Source: an optimization exercise on an open RTL-to-GDS flow (aim: small area and a short achievable clock period). Production flows keep margins and buffers that such runs may drop.
In this exercise RTL edits were held to simulation tests only and were not proved equivalent to the original.

==> trial 43: inputs <==
==> flow/design.v (excerpt) <==
module md_unit #(
  parameter int WIDTH       = 32,
  parameter int MULT_CYCLES = 5,
  parameter int DIV_CYCLES  = 10
) (
  input  logic             clk,
  input  logic             reset,
  input  logic             start,
  input  logic [2:0]       op,
  input  logic [WIDTH-1:0] a,
  input  logic [WIDTH-1:0] b,
  input  logic             hi_we,
  input  logic             lo_we,
  input  logic             cancel,
  output logic [WIDTH-1:0] hi,
  output logic [WIDTH-1:0] lo,
  output logic             busy,
  output logic             done
);
==> module md_unit, before the edit <==
module md_unit #(
  parameter int WIDTH       = 32,
  parameter int MULT_CYCLES = 5,
  parameter int DIV_CYCLES  = 10
) (
  input  logic             clk,
  input  logic             reset,
  input  logic             start,
  input  logic [2:0]       op,
  input  logic [WIDTH-1:0] a,
  input  logic [WIDTH-1:0] b,
  input  logic             hi_we,
  input  logic             lo_we,
  input  logic             cancel,
  output logic [WIDTH-1:0] hi,
  output logic [WIDTH-1:0] lo,
  output logic             busy,
  output logic             done
);
  localparam int UW = 35;    
  logic        busy_q, done_q;
  logic [3:0]  cnt_q;
  logic [2:0]  op_q;
  logic        aneg_q;
  logic [31:0] A_q, L_q;
  logic [UW-1:0] U_q;
  logic [31:0] hi_q, lo_q;
  wire idle   = ~busy_q;
  wire is_div = ~op_q[2] & op_q[1];
  wire sgn    = ~op_q[0];
  wire acc    = op_q[2];
  wire sub    = op_q[2] & op_q[1];
  wire m_last = (cnt_q == 4'd4);
  wire d_first = (cnt_q == 4'd0);
  wire d_last = (cnt_q == 4'd9);
  wire last   = is_div ? d_last : m_last;
  logic [32:0]   A33;
  logic [UW-1:0] X [0:7];
  logic [UW-1:0] S [0:6];
  logic [UW-1:0] pp [0:6];
  logic [UW:0]   cy [0:6];
  logic [6:0]    ret;
  logic [6:0]    bb;
  logic          neg3;
  logic [31:0]   hi_row;
  assign A33    = {sgn & A_q[31], A_q};
  assign neg3   = m_last & sgn & L_q[3];
  assign hi_row = {32{acc}} & (hi_q ^ {32{sub}});
  always_comb begin
    bb = L_q[6:0];
    if (m_last) bb[6:4] = 3'b000;
    for (int r = 0; r < 7; r++) begin
      logic [32:0] p;
      p = A33 & {33{bb[r]}};
      if (r == 3) p = p ^ {33{neg3}};
      if (r == 4) p = p | ({33{m_last}} & {1'b0, hi_row});
      pp[r] = {{(UW-33){p[32]}}, p};
    end
  end
  assign X[0] = U_q;
  genvar r, i;
  generate
    for (r = 0; r < 7; r++) begin : g_row
      assign cy[r][0] = (r == 3) ? neg3 : 1'b0;
      for (i = 0; i < UW; i++) begin : g_bit
        assign S[r][i]    = X[r][i] ^ pp[r][i] ^ cy[r][i];
        assign cy[r][i+1] = (X[r][i] & pp[r][i]) | (X[r][i] & cy[r][i]) | (pp[r][i] & cy[r][i]);
      end
      assign ret[r]  = S[r][0];
      assign X[r+1]  = {S[r][UW-1], S[r][UW-1:1]};
    end
  endgenerate
  wire [63:0] m_res = {X[7][28:0], ret, L_q[31:4]} ^ {64{sub}};
  wire        dneg = sgn & A_q[31];
  wire        d_nz = |A_q;
  wire        negq = (aneg_q ^ dneg) & d_nz;
  wire [31:0] dx   = A_q ^ {32{~dneg}};    
  logic [31:0] R [0:4];
  logic [31:0] Q [0:4];
  always_comb begin
    R[0] = U_q[31:0];
    Q[0] = L_q;
    for (int s = 0; s < 4; s++) begin
      logic [32:0] t;
      logic [33:0] df;
      t  = {R[s], Q[s][31]};
      df = {1'b0, t} + {2'b11, dx} + {33'd0, ~dneg};
      if (!df[33]) R[s+1] = df[31:0];
      else         R[s+1] = t[31:0];
      Q[s+1] = {Q[s][30:0], ~df[33]};
    end
  end
  function automatic logic [31:0] cneg(input logic [31:0] x, input logic n);
    logic c;
    c = n;
    for (int k = 0; k < 32; k++) begin
      cneg[k] = (x[k] ^ n) ^ c;
      c       = (x[k] ^ n) & c;
    end
  endfunction
  wire        n1_ctl = d_first ? (sgn & L_q[31]) : negq;
  wire [31:0] n1     = cneg(L_q, n1_ctl);
  wire [31:0] n2     = cneg(U_q[31:0], aneg_q);
  wire finish = busy_q & ~cancel & last;
  always_ff @(posedge clk or negedge reset) begin
    if (!reset) begin
      busy_q <= 1'b0;
      done_q <= 1'b0;
      hi_q   <= '0;
      lo_q   <= '0;
    end else begin
      done_q <= finish;
      if (idle) busy_q <= start;
      else if (cancel | last) busy_q <= 1'b0;
      if (idle) begin
        if (!start && hi_we) hi_q <= a;
        if (!start && lo_we) lo_q <= a;
      end else if (finish) begin
        if (is_div) begin
          hi_q <= n2;
          lo_q <= n1;
        end else begin
          hi_q <= m_res[63:32];
          lo_q <= m_res[31:0];
        end
      end
    end
  end
  always_ff @(posedge clk) begin
    if (idle) begin
      cnt_q <= 4'd0;
      op_q  <= op;
      A_q   <= b;
      L_q   <= a;
      U_q   <= {{(UW-32){1'b0}}, ({32{op[2]}} & lo_q) ^ {32{op[2] & op[1]}}};
    end else begin
      cnt_q <= cnt_q + 4'd1;
      if (is_div) begin
        if (d_first) begin
          aneg_q <= sgn & L_q[31];
          L_q    <= n1;
        end else begin
          L_q <= Q[4];
          U_q <= {{(UW-32){1'b0}}, R[4]};
        end
      end else begin
        L_q <= {ret, L_q[31:7]};
        U_q <= X[7];
      end
    end
  end
  assign hi   = hi_q;
  assign lo   = lo_q;
  assign busy = busy_q;
  assign done = done_q;
endmodule
export LEC_CHECK = 0
export CAP_MARGIN = 20
export CORE_MARGIN = 2
export CORE_UTILIZATION = 40
export SLEW_MARGIN = 20
create_clock -name core_clock -period 80.0 [get_ports {clk}]
run.sh (not shown) runs the stock make flow with config.mk's settings and CLKGATE_MAP_FILE= SYNTH_SCRIPT=/design/flow/synth_recipe.tcl, a recipe that flattens the netlist after the stock synthesis.
==> build 55 (differences from trial 43) <==
==> flow/design.v (replaced) <==
module md_unit #(
  parameter int WIDTH       = 32,
  parameter int MULT_CYCLES = 5,
  parameter int DIV_CYCLES  = 10
) (
  input  logic             clk,
  input  logic             reset,
  input  logic             start,
  input  logic [2:0]       op,
  input  logic [WIDTH-1:0] a,
  input  logic [WIDTH-1:0] b,
  input  logic             hi_we,
  input  logic             lo_we,
  input  logic             cancel,
  output logic [WIDTH-1:0] hi,
  output logic [WIDTH-1:0] lo,
  output logic             busy,
  output logic             done
);
  localparam int W = 35;
  logic        busy_q, done_q;
  logic [3:0]  cnt_q;
  logic [2:0]  op_q;
  logic        aneg_q, bprev_q;
  logic [31:0] A_q;
  logic [35:0] L_q;
  logic [W-1:0] U_q;
  logic [31:0] hi_q, lo_q;
  wire idle   = ~busy_q;
  logic is_div;
  wire is_mul = ~is_div;
  wire sgn    = ~op_q[0];
  wire acc    = op_q[2];
  wire sub    = op_q[2] & op_q[1];
  wire m5     = is_mul & (cnt_q == 4'd4);
  wire d10    = is_div & (cnt_q == 4'd9);
  wire last   = is_div ? (cnt_q == 4'd9) : (cnt_q == 4'd4);
  wire        dneg = sgn & A_q[31];
  wire [W-1:0] Ax  = {{(W-32){sgn & A_q[31]}}, A_q};
  function automatic logic [W-1:0] add_bk(input logic [W-1:0] x, input logic [W-1:0] y,
                                          input logic ci);
    logic [W:0] g, p;
    g = {x & y, ci};
    p = {x ^ y, 1'b0};
    for (int l = 1; l < 64; l = l * 2)
      for (int i = 2 * l - 1; i <= W; i = i + 2 * l) begin
        g[i] = g[i] | (p[i] & g[i-l]);
        p[i] = p[i] & p[i-l];
      end
    for (int l = 32; l >= 1; l = l / 2)
      for (int i = 3 * l - 1; i <= W; i = i + 2 * l) begin
        g[i] = g[i] | (p[i] & g[i-l]);
        p[i] = p[i] & p[i-l];
      end
    add_bk = (x ^ y) ^ g[W-1:0];
  endfunction
  logic [W-1:0] X [0:3];
  logic [W-1:0] Y [0:3];
  logic [W-1:0] S [0:3];
  logic [3:0]   cin, q;
  logic [1:0]   s2;
  logic         c2;
  always_comb begin
    for (int r = 0; r < 4; r++) begin
      logic b2, b1, b0, p1, p2, ph, ng;
      logic [W-1:0] pre;
      if (r == 0)      X[0] = {U_q[W-1:1], U_q[0] & ~d10};
      else if (is_div) X[r] = {S[r-1][W-2:0], L_q[35-r]};
      else             X[r] = {{2{S[r-1][W-1]}}, S[r-1][W-1:2]};
      b2 = L_q[2*r+1];
      b1 = L_q[2*r];
      b0 = (r == 0) ? bprev_q : L_q[2*r-1];
      ph = 1'b0;
      if (is_div) begin
        p1 = ~(d10 & (r == 0));
        p2 = d10 & (r == 0);
        ng = ~(dneg ^ X[r][W-1]);    
      end else if (m5 && r != 0) begin
        p1 = 1'b0;
        p2 = 1'b0;
        ph = (r == 1) & acc;
        ng = 1'b0;
      end else begin
        p1 = b1 ^ b0;
        p2 = (b2 & ~b1 & ~b0) | (~b2 & b1 & b0);
        ng = b2 ^ sub;
      end
      pre = ({W{p1}} & Ax) | ({W{p2}} & {Ax[W-2:0], 1'b0});
      if (r == 1) pre = pre | ({W{ph}} & {5'd0, hi_q[31:2]});
      Y[r]   = pre ^ {W{ng}};
      cin[r] = (m5 && r == 1) ? c2 : ng;
      S[r] = add_bk(X[r], Y[r], cin[r]);
      q[r] = ~S[r][W-1] ^ aneg_q;
      if (r == 0) {c2, s2} = {1'b0, S[0][1:0]} + {1'b0, {2{acc}} & hi_q[1:0]};
    end
  end
  wire        x0n   = X[0][W-1];
  wire        use_s = x0n ^ aneg_q;
  wire        exact = aneg_q & (x0n ? ~|S[0] : ~|X[0]);
  wire [W-1:0] vc   = use_s ? S[0] : X[0];
  function automatic logic [31:0] cinc(input logic [31:0] x, input logic c0);
    logic c;
    c = c0;
    for (int k = 0; k < 32; k++) begin
      cinc[k] = x[k] ^ c;
      c       = x[k] & c;
    end
  endfunction
  wire        d_nz = |A_q;
  wire        negq = (aneg_q ^ dneg) & d_nz;
  wire [31:0] d_lo = cinc(L_q[31:0], exact ^ negq);
  wire [31:0] d_hi = vc[32:1] & {32{~exact}};
  wire [31:0] m_hi = {S[1][29:0], s2};
  wire [31:0] m_lo = L_q[35:4];
  wire finish = busy_q & ~cancel & last;
  wire aneg_in = a[31] & ~op[0];
  always_ff @(posedge clk or negedge reset) begin
    if (!reset) begin
      busy_q <= 1'b0;
      done_q <= 1'b0;
      hi_q   <= '0;
      lo_q   <= '0;
    end else begin
      done_q <= finish;
      if (idle) busy_q <= start;
      else if (cancel | last) busy_q <= 1'b0;
      if (idle) begin
        if (!start && hi_we) hi_q <= a;
        if (!start && lo_we) lo_q <= a;
      end else if (finish) begin
        hi_q <= is_div ? d_hi : m_hi;
        lo_q <= is_div ? d_lo : m_lo;
      end
    end
  end
  always_ff @(posedge clk) begin
    if (idle) begin
      cnt_q   <= 4'd0;
      op_q    <= op;
      is_div  <= ~op[2] & op[1];
      A_q     <= b;
      L_q     <= {{4{aneg_in}}, a};
      U_q     <= op[2] ? {{(W-32){1'b0}}, lo_q} : {W{aneg_in & op[1]}};
      aneg_q  <= aneg_in;
      bprev_q <= 1'b0;
    end else begin
      cnt_q   <= cnt_q + 4'd1;
      bprev_q <= L_q[7];
      if (is_div) begin
        L_q <= {L_q[31:0], {q[0], q[1], q[2], q[3]} ^ {4{negq}}};
        U_q <= {S[3][W-2:0], L_q[31]};
      end else begin
        L_q <= {S[3][1:0], S[2][1:0], S[1][1:0], S[0][1:0], L_q[35:8]};
        U_q <= {{2{S[3][W-1]}}, S[3][W-1:2]};
      end
    end
  end
  assign hi   = hi_q;
  assign lo   = lo_q;
  assign busy = busy_q;
  assign done = done_q;
endmodule
==> flow/flow/run.sh (new file) <==
#!/bin/bash
set -e
export BUFFER_PORTS_ARGS="-buffer_cell sky130_fd_sc_hd__buf_1"
bash standard.sh > standard.log 2>&1
==> flow/standard.sh (new file) <==
#!/bin/bash
# synth_recipe.tcl (not shown) runs the flow's synth.tcl, then flattens the netlist and writes it again
# the make line also repeats each setting of config.mk as NAME=value (left out here)
make -C /OpenROAD-flow-scripts/flow DESIGN_CONFIG=/design/flow/config.mk WORK_HOME=/design/flow/orfs CLKGATE_MAP_FILE= SYNTH_SCRIPT=/design/flow/synth_recipe.tcl "${@:-finish}"
ABC_AREA = 1   (was unset)
removed: flow/run.sh
==> impl_metrics.py <==
metrics = {
    "outcome": {
        "status": "no timing/DRC/antenna violations",
    },
    "sta": {
        "skew_ns": 0.0232,
        "fmax_mhz": 43.6,
    },
    "worst_setup_path": {
        "r2r_slack_ns": 57.06,
    },
    "floorplanning": {
        "dieArea_um2": 66100,
    },
    "cells_and_area": {
        "final_cells": 3911,
        "buffers": 182,
    },
    "synth": {
        "synth-xor-area-share_pct": 9.34,
        "synth_top_family_by_area": "adder cells",
    },
}
[end of results for trial 43]
==> impl_metrics.py <==
metrics = {
    "outcome": {
        "status": "no timing/DRC/antenna violations",
    },
    "worst_setup_path": {
        "r2r_slack_ns": 62.42,
    },
    "floorplanning": {
        "dieArea_um2": 47600,
    },
    "sta": {
        "fmax_mhz": 56.9,
    },
    "cells_and_area": {
        "final_cells": 3104,
    },
}
[end of results for build 55]

==> separate check: timing with driven ports <==
No port has a modelled driver above. Below, the same layouts with a new extraction and two added sets of constraints.
Step 1, drivers: a clkbuf_16 drives clk and a buf_2 each remaining input, both assumed.
Step 2 adds t to the input delays and takes it off the output delays; t is the mean of the earliest and latest rising clock arrival at the registers after step 1. Input paths then give back, and output paths get back, about the clock's delay inside the block.
Slacks: no drivers / after step 1 / after step 2; pairs: no drivers / after step 1.
| run | t (ns) | setup WS [ns] | worst data-port slew with drivers (ns) |
|---|---|---|---|
| trial 43 | 0.530 | 57.062 / 57.062 / 57.062 | 0.05 |
| build 55 | 0.544 | 62.422 / 62.422 / 61.951 | 0.04 |
After both steps setup and hold are still met in every run listed. The setup slack of build 55, which loses most, moves by 0.000 ns with the drivers and by -0.471 ns with both steps.
